From an optimization exercise on the open Yosys and OpenROAD flow, aimed at small area; shortcuts taken in it are not production practice.
Function was checked by simulation only, so behaviour that the tests miss may differ from the original.

==> run Z <==
## teleop_drive_and_gimbal_command_unit
module teleop_drive_and_gimbal_command_unit
(
    input  logic        i_clk,
    input  logic        i_rst_n,
    input  logic [39:0] s_axis_tdata,
    input  logic        s_axis_tvalid,
    output logic        s_axis_tready,
    output logic [87:0] m_axis_tdata,
    output logic        m_axis_tvalid,
    input  logic        m_axis_tready,
    input  logic        i_cfg_we,
    input  logic [2:0]  i_cfg_idx,
    input  logic [19:0] i_cfg_data
);
clock: 8.0 ns
lec_check: 0
cap_margin: 0
core_margin: 2
core_utilization: 75
gpl_timing_driven: 0
place_density: 0.85
slew_margin: 0
standard.sh (not shown) runs the stock make flow with config.mk's settings and CLKGATE_MAP_FILE= SYNTH_SCRIPT=/design/flow/synth_recipe.tcl, a recipe that flattens the netlist after the stock synthesis.
==> flow/flow/run.sh <==
#!/bin/bash
# Standard ORFS layout (the standard.sh) with these changes:
#  - port buffers use the smallest buffer, sky130_fd_sc_hd__buf_1, instead of the cell
#    buffer_ports picks by default (clkdlybuf4s50_1); every port still gets its buffer;
#  - the buffers abc inserted are removed at floorplan (global placement is not timing
#    driven here, which would otherwise remove them);
#  - clock tree synthesis without dummy loads, with small clock buffers and clusters of
#    at most 16 flip-flops.
set -euo pipefail
export BUFFER_PORTS_ARGS="-buffer_cell sky130_fd_sc_hd__buf_1"
export REMOVE_ABC_BUFFERS=1
export CTS_ARGS="-sink_clustering_enable -repair_clock_nets -dont_use_dummy_load -sink_clustering_size 16 -sink_clustering_max_diameter 50 -buf_list {sky130_fd_sc_hd__clkbuf_4 sky130_fd_sc_hd__clkbuf_8}"
bash standard.sh > standard_flow.log 2>&1
==> run F (differences from run Z) <==
--- a/flow/design.v
+++ b/flow/design.v
@@ -81,24 +81,27 @@
     wire       w_fwd_r  = ~w_spin_r & (w_spin_l | ~w_thro[7]);
     wire       w_fwd_l  = ~w_spin_l & (w_spin_r | ~w_thro[7]);
     logic       r_busy;
     logic [6:0] r_cnt;
     logic       r_ovalid;
     logic       r_rf;         
     wire w_ofree  = ~r_ovalid | m_axis_tready;
     wire w_start  = ~r_busy & s_axis_tvalid & w_ofree;
-    wire w_last   = (r_cnt == 7'd92);
+    wire w_last   = (r_cnt == 7'd104);
     wire w_accept = r_busy & w_last & s_axis_tvalid;
     wire w_step   = r_busy & ~w_last;
     wire w_hitc = (r_cnt[6:3] == 4'd2);
     wire w_ph1  = (r_cnt[6:3] == 4'd4);
+    wire w_magw = (r_cnt >= 7'd20) & (r_cnt < 7'd28);
     wire w_ph2  = (r_cnt[6:4] == 3'd3);
-    wire w_div  = r_cnt[6];
+    wire w_div  = r_cnt[6] & ~w_hold;
     wire w_dv1  = (r_cnt[5:0] == 6'd0);
+    wire w_pabs = (r_cnt[6:3] == 4'd12);
+    wire w_hold = (r_cnt >= 7'd92);
     wire w_rot1 = (r_cnt < 7'd15);
     wire w_gsel = (r_cnt[6:3] == 4'd3);
     wire w_gsgn = (r_cnt >= 7'd32) & (r_cnt < 7'd39);
     always_ff @(posedge i_clk) begin
         if (w_rst) begin
             r_busy   <= 1'b0;
             r_ovalid <= 1'b0;
         end else begin
@@ -108,68 +111,74 @@
             else if (m_axis_tready) r_ovalid <= 1'b0;
         end
         r_rf <= w_rst | (r_rf & ~w_accept);
     end
     always_ff @(posedge i_clk) begin
         if (w_start) r_cnt <= 7'd0;
         else if (w_step) r_cnt <= r_cnt + 7'd1;
     end
+    logic       w_pan_ab;
     logic [35:0] r_p;
     logic        r_sat;
     wire        w_top  = r_p[35];
     wire [7:0]  w_t    = r_p[34:27];
     wire        w_q    = (w_t >= 8'd127);
     wire [6:0]  w_remn = w_q ? 7'(w_t + 8'd1) : w_t[6:0];
     wire        w_satn = r_sat | (w_dv1 & (&r_p[34:28]));
-    wire        w_sin  = w_div & (w_q | w_satn);
-    wire        w_a1   = w_ph1 & w_mag[~r_cnt[2:0]];
+    wire        w_sin  = (w_div & (w_q | w_satn)) |
+                         (w_magw & w_mag[{r_cnt[2], ~r_cnt[1:0]}]);
+    wire        w_a1   = w_ph1 & r_p[11];
     wire        w_a2   = w_ph2 & w_top;
     wire [19:0] w_b    = ({20{w_a2}} & r_fs) | {{8{w_a1}} & w_mode, 12'd0};
     logic [35:0] w_next;
     always_comb begin
         logic c, pre;
         logic [35:0] a;
-        a = {r_p[34:12], r_p[11] | w_a1, r_p[10:0], 1'b0};
+        a = {r_p[34:0], 1'b0};
         c = 1'b0;
         for (int i = 0; i < 20; i++) begin
             w_next[i] = a[i] ^ w_b[i] ^ c;
             c = (a[i] & w_b[i]) | (a[i] & c) | (w_b[i] & c);
         end
         pre = 1'b1;
         for (int i = 20; i < 36; i++) begin
             w_next[i] = a[i] ^ (c & pre);
             pre = pre & a[i];
         end
         w_next[0] = w_next[0] | w_sin;
     end
     always_ff @(posedge i_clk) begin
-        if (w_step) r_p[27:0] <= w_next[27:0];
-        r_p[35]    <= w_next[35];
-        r_p[34:28] <= w_div ? w_remn : w_next[34:28];
+        if (w_step & ~w_hold) r_p[27:0] <= w_next[27:0];
+        if (w_step) begin
+            r_p[35]    <= w_next[35];
+            r_p[34:29] <= w_div ? w_remn[6:1] : w_next[34:29];
+            r_p[28]    <= w_div ? w_remn[0] : (w_pabs ? w_pan_ab : w_next[28]);
+        end
         r_sat      <= w_step & w_div & w_satn;
     end
     logic [14:0] r_pan_pos, r_tilt_pos;
     logic        r_pan_c, r_tilt_c;
     function automatic logic f_hit(input logic [7:0] g, input logic [14:0] pos,
                                    input logic [12:0] lim_p, input logic [12:0] lim_n);
         logic gt, lt;
         gt    = ~pos[14] & (pos[13] | f_gt13(pos[12:0], lim_p, 1'b0));
         lt    = pos[14] & (~pos[13] | f_gt13(~pos[12:0], lim_n, 1'b1));
         f_hit = (~g[7] & (|g[6:0]) & gt) | (g[7] & lt);
     endfunction
     wire w_pan_hit  = f_hit(w_pan,  r_pan_pos,  r_pan_pl,  r_pan_nl);
     wire w_tilt_hit = f_hit(w_tilt, r_tilt_pos, r_tilt_pl, r_tilt_nl);
-    logic [7:0] r_o_pan, r_o_tilt;         
+    logic [7:0] r_o_tilt;                  
     logic       r_o_pneg, r_o_tneg;         
     logic       r_pan_seen, r_tilt_seen;    
     logic       r_o_phit, r_o_thit, r_o_fr, r_o_fl;
     wire [2:0] w_gi      = r_cnt[2:0];
     wire       w_pan_g   = w_pan[w_gi];
     wire       w_tilt_g  = w_tilt[w_gi];
+    assign     w_pan_ab  = w_pan_g ^ (w_pan[7] & r_pan_seen);
     wire       w_pan_cb  = ~r_o_phit & ((w_gsel & w_pan_g)  | (w_gsgn & w_pan[7]));
     wire       w_tilt_cb = ~r_o_thit & ((w_gsel & w_tilt_g) | (w_gsgn & w_tilt[7]));
     wire       w_pan_s   = r_pan_pos[0]  ^ w_pan_cb  ^ r_pan_c;
     wire       w_tilt_s  = r_tilt_pos[0] ^ w_tilt_cb ^ r_tilt_c;
     wire       w_rot2    = w_gsel | w_gsgn;
     wire       w_rot     = w_step & (w_rot1 | w_rot2);
     wire       w_clr     = w_rot1 & r_rf;
     always_ff @(posedge i_clk) begin
@@ -185,27 +194,27 @@
     always_ff @(posedge i_clk) begin
         if (w_start) begin
             r_o_pneg <= w_pan[7];
             r_o_tneg <= w_tilt[7];
             r_o_fr   <= w_fwd_r;
             r_o_fl   <= w_fwd_l;
         end
         if (w_step & w_gsel) begin
-            r_o_pan  <= {w_pan_g  ^ (w_pan[7]  & r_pan_seen),  r_o_pan[7:1]};
             r_o_tilt <= {w_tilt_g ^ (w_tilt[7] & r_tilt_seen), r_o_tilt[7:1]};
         end
-        r_pan_seen  <= w_step & w_gsel & (r_pan_seen  | w_pan_g);
+        r_pan_seen  <= w_step & w_pabs & (r_pan_seen  | w_pan_g);
         r_tilt_seen <= w_step & w_gsel & (r_tilt_seen | w_tilt_g);
         if (w_step & w_hitc) begin
             r_o_phit <= w_pan_hit;
             r_o_thit <= w_tilt_hit;
         end
     end
-    wire [7:0] w_pan_abs  = r_o_pan;
+    wire [7:0] w_pan_abs  = {r_p[28], r_p[29], r_p[30], r_p[31],
+                             r_p[32], r_p[33], r_p[34], r_p[35]};
     wire [7:0] w_tilt_abs = r_o_tilt;
     wire w_pan_big  = f_gt8(w_pan_abs,  r_pan_mr,  1'b0);
     wire w_tilt_big = f_gt8(w_tilt_abs, r_tilt_mr, 1'b0);
     wire [7:0] w_pan_rate  = (r_o_phit | w_pan_big)  ? 8'd0 : w_pan_abs;
     wire [7:0] w_tilt_rate = (r_o_thit | w_tilt_big) ? 8'd0 : w_tilt_abs;
     assign s_axis_tready = r_busy & w_last;
     assign m_axis_tvalid = r_ovalid;
     assign m_axis_tdata  = {2'b00,
==> flow/flow/run.sh (replaced) <==
#!/bin/bash
# Standard ORFS layout (the standard.sh) with these changes:
#  - port buffers use the smallest buffer, sky130_fd_sc_hd__buf_1, instead of the cell
#    buffer_ports picks by default (clkdlybuf4s50_1); every port still gets its buffer;
#  - the buffers abc inserted are removed at floorplan (global placement is not timing
#    driven here, which would otherwise remove them);
#  - clock tree synthesis without dummy loads, with small clock buffers and clusters of
#    at most 20 flip-flops.
set -euo pipefail
export BUFFER_PORTS_ARGS="-buffer_cell sky130_fd_sc_hd__buf_1"
export REMOVE_ABC_BUFFERS=1
export CTS_ARGS="-sink_clustering_enable -repair_clock_nets -dont_use_dummy_load -sink_clustering_size 20 -sink_clustering_max_diameter 60 -buf_list {sky130_fd_sc_hd__clkbuf_4 sky130_fd_sc_hd__clkbuf_8}"
bash standard.sh > standard_flow.log 2>&1
==> flow/config.mk (replaced) <==
export PLATFORM = sky130hd
export DESIGN_NAME = teleop_drive_and_gimbal_command_unit
export DESIGN_NICKNAME = teleop_drive_and_gimbal_command_unit
export VERILOG_FILES = /design/flow/design.v
export SDC_FILE = /design/flow/constraint.sdc
export NUM_CORES = 4
export LEC_CHECK = 0
export CAP_MARGIN = 0
export CORE_MARGIN = 2
export CORE_UTILIZATION = 65
export GPL_TIMING_DRIVEN = 0
export PLACE_DENSITY = 0.75
export SLEW_MARGIN = 0
==> results_dict.tcl <==
set metrics [dict create \
    synth_top_cell_area_share 0.531 \
    gp_congestion 0.879 \
    dp_slack_ns -1.33 \
    holdPathEnd "r_pan_seen$_DFF_P_" \
    status "timing/DRC/antenna clean" \
]
The numbers above come from run Z.

==> results_dict.tcl <==
set metrics [dict create \
    status "timing/DRC/antenna clean" \
    synth_top_cell_area_share 0.544 \
    holdPathEnd "r_o_tilt[4]$_DFFE_PP_" \
    gp_congestion 0.872 \
    power_density_mw_per_mm2 185 \
    crit_start "r_cnt[6]$_SDFFE_PP0P_" \
    placed_area_sq_mm 0.00996 \
    grt_max_degree 42 \
    ys_seq_elements 190 \
    avgViaCountPerCell 5.99 \
    arrival_ns 7.96 \
]
The numbers above come from run F.

## port drivers added, routing unchanged
In the flow no input, the clock included, has a driving cell. The finished layouts below were timed again as built, in two steps. Step 1 (the two cells are an assumption about what drives the block):
set clk [get_ports {i_clk}]
set_driving_cell -lib_cell sky130_fd_sc_hd__clkbuf_16 $clk
set_driving_cell -lib_cell sky130_fd_sc_hd__buf_2 [delete_from_list [all_inputs] $clk]
Step 2 moves the port delays by t, midway between the first and last clock arrival at a register: inputs arrive t later, outputs are due t later. That takes back most of the time a late clock gives input paths. Slacks: ideal ports / drivers / drivers and shift; pairs: ideal ports / drivers.
run	shift t [ns]	setup slack, ns	worst setup path at the end
run Z	0.492	0.233 / 0.233 / -0.188	input to register
run F	0.480	0.239 / 0.239 / 0.239	register to register
Met with ideal ports but missed after step 2: setup timing in run Z. The setup slack of run Z, which loses most, moves by 0.000 ns with the drivers and by -0.421 ns with both steps.
